From an optimization exercise on the open Yosys and OpenROAD flow, aimed at small area and a short achievable clock period; shortcuts taken in it are not production practice.
In this exercise RTL edits were held to simulation tests only and were not proved equivalent to the original.

==> build 61 <==
## conv_top
module conv_top (
    input  logic                 clk,
    input  logic                 rst_n,
    input  logic                 in_valid,
    input  logic [2-1:0][8-1:0] in_data,
    input  logic                 coef_wr,
    input  conv_pkg::chan_idx_t  coef_chan,
    input  conv_pkg::tap_idx_t   coef_addr,
    input  conv_pkg::coeff_t     coef_data,
    output logic                 out_valid,
    output logic [2-1:0][24-1:0] out_data
);
clock: 7.5 ns
lec_check: 0
abc_clock_period_in_ps: 3000
cap_margin: 20
core_margin: 2
core_utilization: 40
setup_slack_margin: 4.0
slew_margin: 20
tns_end_percent: 100
run.sh (not shown) runs the stock make flow with config.mk's settings and CLKGATE_MAP_FILE= SYNTH_SCRIPT=/design/flow/synth_recipe.tcl, a recipe that flattens the netlist after the stock synthesis.
==> trial 84 (differences from build 61) <==
ABC_CLOCK_PERIOD_IN_PS = 2800   (was 3000)
SETUP_SLACK_MARGIN = 4.7   (was 4.0)
==> trial 4 (differences from build 61) <==
--- a/flow/design.v
+++ b/flow/design.v
@@ -10,74 +10,61 @@
     typedef logic [$clog2(2)-1:0] chan_idx_t;
     typedef logic [$clog2(8)-1:0] coord_t;
 endpackage
 `default_nettype wire
 `timescale 1ns/10ps
 `default_nettype none
 module conv_mac (
     input  logic         clk,
-    input  logic [2:0]   late,       
+    input  logic         late,       
     input  logic [263:0] sr,         
     input  logic [199:0] coef,       
     input  logic [19:0]  x,          
     output logic [19:0]  sum
 );
     logic [7:0] a0, b0;
-    wire lt0 = late[0];
     assign a0 = sr[0 +: 8];
-    assign b0 = lt0 ? coef[192 +: 8] : coef[160 +: 8];
+    assign b0 = late ? coef[192 +: 8] : coef[160 +: 8];
     logic [7:0] a1, b1;
-    wire lt1 = late[1];
     assign a1 = sr[64 +: 8];
-    assign b1 = lt1 ? coef[152 +: 8] : coef[120 +: 8];
+    assign b1 = late ? coef[152 +: 8] : coef[120 +: 8];
     logic [7:0] a2, b2;
-    wire lt2 = late[2];
     assign a2 = sr[128 +: 8];
-    assign b2 = lt2 ? coef[112 +: 8] : coef[80 +: 8];
+    assign b2 = late ? coef[112 +: 8] : coef[80 +: 8];
     logic [7:0] a3, b3;
-    wire lt3 = late[0];
     assign a3 = sr[192 +: 8];
-    assign b3 = lt3 ? coef[72 +: 8] : coef[40 +: 8];
+    assign b3 = late ? coef[72 +: 8] : coef[40 +: 8];
     logic [7:0] a4, b4;
-    wire lt4 = late[1];
     assign a4 = sr[256 +: 8];
-    assign b4 = lt4 ? coef[32 +: 8] : coef[0 +: 8];
+    assign b4 = late ? coef[32 +: 8] : coef[0 +: 8];
     logic [7:0] a5, b5;
-    wire lt5 = late[2];
-    assign a5 = lt5 ? sr[8 +: 8] : sr[120 +: 8];
-    assign b5 = lt5 ? coef[184 +: 8] : coef[88 +: 8];
+    assign a5 = late ? sr[8 +: 8] : sr[120 +: 8];
+    assign b5 = late ? coef[184 +: 8] : coef[88 +: 8];
     logic [7:0] a6, b6;
-    wire lt6 = late[0];
-    assign a6 = lt6 ? sr[16 +: 8] : sr[168 +: 8];
-    assign b6 = lt6 ? coef[176 +: 8] : coef[64 +: 8];
+    assign a6 = late ? sr[16 +: 8] : sr[168 +: 8];
+    assign b6 = late ? coef[176 +: 8] : coef[64 +: 8];
     logic [7:0] a7, b7;
-    wire lt7 = late[1];
-    assign a7 = lt7 ? sr[24 +: 8] : sr[176 +: 8];
-    assign b7 = lt7 ? coef[168 +: 8] : coef[56 +: 8];
+    assign a7 = late ? sr[24 +: 8] : sr[176 +: 8];
+    assign b7 = late ? coef[168 +: 8] : coef[56 +: 8];
     logic [7:0] a8, b8;
-    wire lt8 = late[2];
-    assign a8 = lt8 ? sr[72 +: 8] : sr[184 +: 8];
-    assign b8 = lt8 ? coef[144 +: 8] : coef[48 +: 8];
+    assign a8 = late ? sr[72 +: 8] : sr[184 +: 8];
+    assign b8 = late ? coef[144 +: 8] : coef[48 +: 8];
     logic [7:0] a9, b9;
-    wire lt9 = late[0];
-    assign a9 = lt9 ? sr[80 +: 8] : sr[232 +: 8];
-    assign b9 = lt9 ? coef[136 +: 8] : coef[24 +: 8];
+    assign a9 = late ? sr[80 +: 8] : sr[232 +: 8];
+    assign b9 = late ? coef[136 +: 8] : coef[24 +: 8];
     logic [7:0] a10, b10;
-    wire lt10 = late[1];
-    assign a10 = lt10 ? sr[88 +: 8] : sr[240 +: 8];
-    assign b10 = lt10 ? coef[128 +: 8] : coef[16 +: 8];
+    assign a10 = late ? sr[88 +: 8] : sr[240 +: 8];
+    assign b10 = late ? coef[128 +: 8] : coef[16 +: 8];
     logic [7:0] a11, b11;
-    wire lt11 = late[2];
-    assign a11 = lt11 ? sr[136 +: 8] : sr[248 +: 8];
-    assign b11 = lt11 ? coef[104 +: 8] : coef[8 +: 8];
+    assign a11 = late ? sr[136 +: 8] : sr[248 +: 8];
+    assign b11 = late ? coef[104 +: 8] : coef[8 +: 8];
     logic [7:0] a12, b12;
-    wire lt12 = late[0];
     assign a12 = sr[144 +: 8];
-    assign b12 = lt12 ? coef[96 +: 8] : 8'd0;
+    assign b12 = late ? coef[96 +: 8] : 8'd0;
     wire pp0_0_0 = a0[0] & b0[0];
     wire pp0_0_1 = a0[0] & b0[1];
     wire pp0_0_2 = a0[0] & b0[2];
     wire pp0_0_3 = a0[0] & b0[3];
     wire pp0_0_4 = a0[0] & b0[4];
     wire pp0_0_5 = a0[0] & b0[5];
     wire pp0_0_6 = a0[0] & b0[6];
     wire pp0_0_7 = ~(a0[0] & b0[7]);
@@ -3157,17 +3144,16 @@
                 end
                 if (cc_q == c[0] && ca_q == 5'd25) bias[c] <= cd_q;
             end
         end
     end
     logic [2:0] col, row;   
     logic [NSR-1:0][15:0] sr;
     logic sr_late;    
-    logic [16:0] fl;   
     logic sr_row4;    
     logic [NST:1] vld;   
     logic [NST:1] lat;
     logic [NST:1] r4;
     always_ff @(posedge clk or negedge rst_n) begin
         if (!rst_n) begin
             col <= '0;
             row <= '0;
@@ -3177,18 +3163,16 @@
         end
     end
     always_ff @(posedge clk) begin
         if (v_q) begin
             sr[0] <= d_q;
             for (int i = 1; i < NSR; i++) sr[i] <= sr[i-1];
             sr_late <= col[2];
             sr_row4 <= row[2];
-            fl[0]   <= col[2];
-            for (int i = 1; i < 17; i++) fl[i] <= fl[i-1];
         end
     end
     always_ff @(posedge clk or negedge rst_n) begin
         if (!rst_n) begin
             vld <= '0;
         end else begin
             vld[1] <= v_q;
             for (int k = 2; k <= NST; k++) vld[k] <= vld[k-1];
@@ -3210,33 +3194,31 @@
         for (int k = XST + 1; k <= NST; k++) nfly = nfly + 2'(vld[k]);
     end
     genvar g;
     generate
         for (g = 0; g < 2; g++) begin : g_ch
             logic [NSR*8-1:0] srch;
             logic [19:0] xsel, sum;
             logic [18:0] hsel;
-            logic [2:0] ph;
             for (genvar i = 0; i < NSR; i++) begin : g_sr
                 assign srch[8*i +: 8] = sr[i][8*g +: 8];
             end
             always_comb begin
                 case (nfly)
                     2'd0:    hsel = e[g][2];
                     2'd1:    hsel = e[g][1];
                     2'd2:    hsel = e[g][0];
                     default: hsel = q[g][18:0];
                 endcase
             end
             assign xsel = lat[XST] ? {hsel[18], hsel} : {{12{bias[g][7]}}, bias[g]};
-            assign ph = (g == 0) ? {fl[16], !fl[12], fl[8]} : {!fl[4], fl[0], fl[8]};
             conv_mac mac_i (
                 .clk  (clk),
-                .late (ph),
+                .late (lat[1]),
                 .sr   (srch),
                 .coef (coef[g]),
                 .x    (xsel),
                 .sum  (sum)
             );
             always_ff @(posedge clk) begin
                 if (vld[NST]) begin
                     q[g]    <= sum;
ABC_CLOCK_PERIOD_IN_PS = default   (was 3000)
SETUP_SLACK_MARGIN = default   (was 4.0)
TNS_END_PERCENT = default   (was 100)
==> comparison <==
Between build 61 and trial 4, the lower global-route usage is in trial 4 (gap 3.7 points). Clock skew: build 61 < trial 4 < trial 84. The highest register-to-register slack belongs to trial 84, the lowest to trial 4. In build 61 the count of clock-buffer cells in the layout is lower than in trial 84, by 19. Cell area, lowest first: trial 4, trial 84, build 61. In trial 4 the hold slack is worse than in build 61, by 1.8 ps.
==> figures <==
item	trial 84	build 61	trial 4
Result of the run	complete, no violations	complete, no violations	complete, no violations
R2R depth	13	12	8
Count of unique library cells instantiated by Yosys	68	68	64
Tcrit/Tclk final	0.538	0.545	0.657
Xor/xnor cell area share of the yosys netlist	0.00296	0.00296	0.00314
Post-CTS Setup Repair Bufs	199	306	0
Met1 Usage GRT	0.441	0.499	0.449
Crit path buffers/inverters	7	6	2
Amount of wire on met3 after detailed routing	49,900 um	59,800 um	46,100 um
GR Util met3	0.0973	0.137	0.0952
Largest driver fanout on the critical path	6	8	142
Final area over synthesized area	1.228x	1.235x	1.117x
Worst Skew	117 ps	48.1 ps	75.6 ps

-- separate check: timing with driven ports --
In the flow no input, the clock included, has a driving cell. The finished layouts below were timed again as built, in two steps. Step 1, drivers: a clkbuf_16 drives clk and a buf_2 each remaining input, both assumed. Step 2 also shifts input and output timing later by t, the mid clock arrival at the registers, as if the neighbouring blocks saw the same clock. Slacks: no drivers / after step 1 / after step 2; pairs: no drivers / after step 1.
| run | t, ns | setup slack, ns | worst setup path after step 2 | clock arrival spread, ns | pins driven straight from the clock port |
|---|---|---|---|---|---|
| build 61 | 0.949 | 3.411 / 3.411 / 3.411 | register to register | 0.052 / 0.052 | 1 |
| trial 84 | 0.970 | 3.465 / 3.465 / 3.465 | register to register | 0.124 / 0.124 | 1 |
| trial 4 | 0.962 | 2.573 / 2.573 / 2.573 | register to register | 0.089 / 0.089 | 1 |
After both steps every run listed still meets setup and hold.
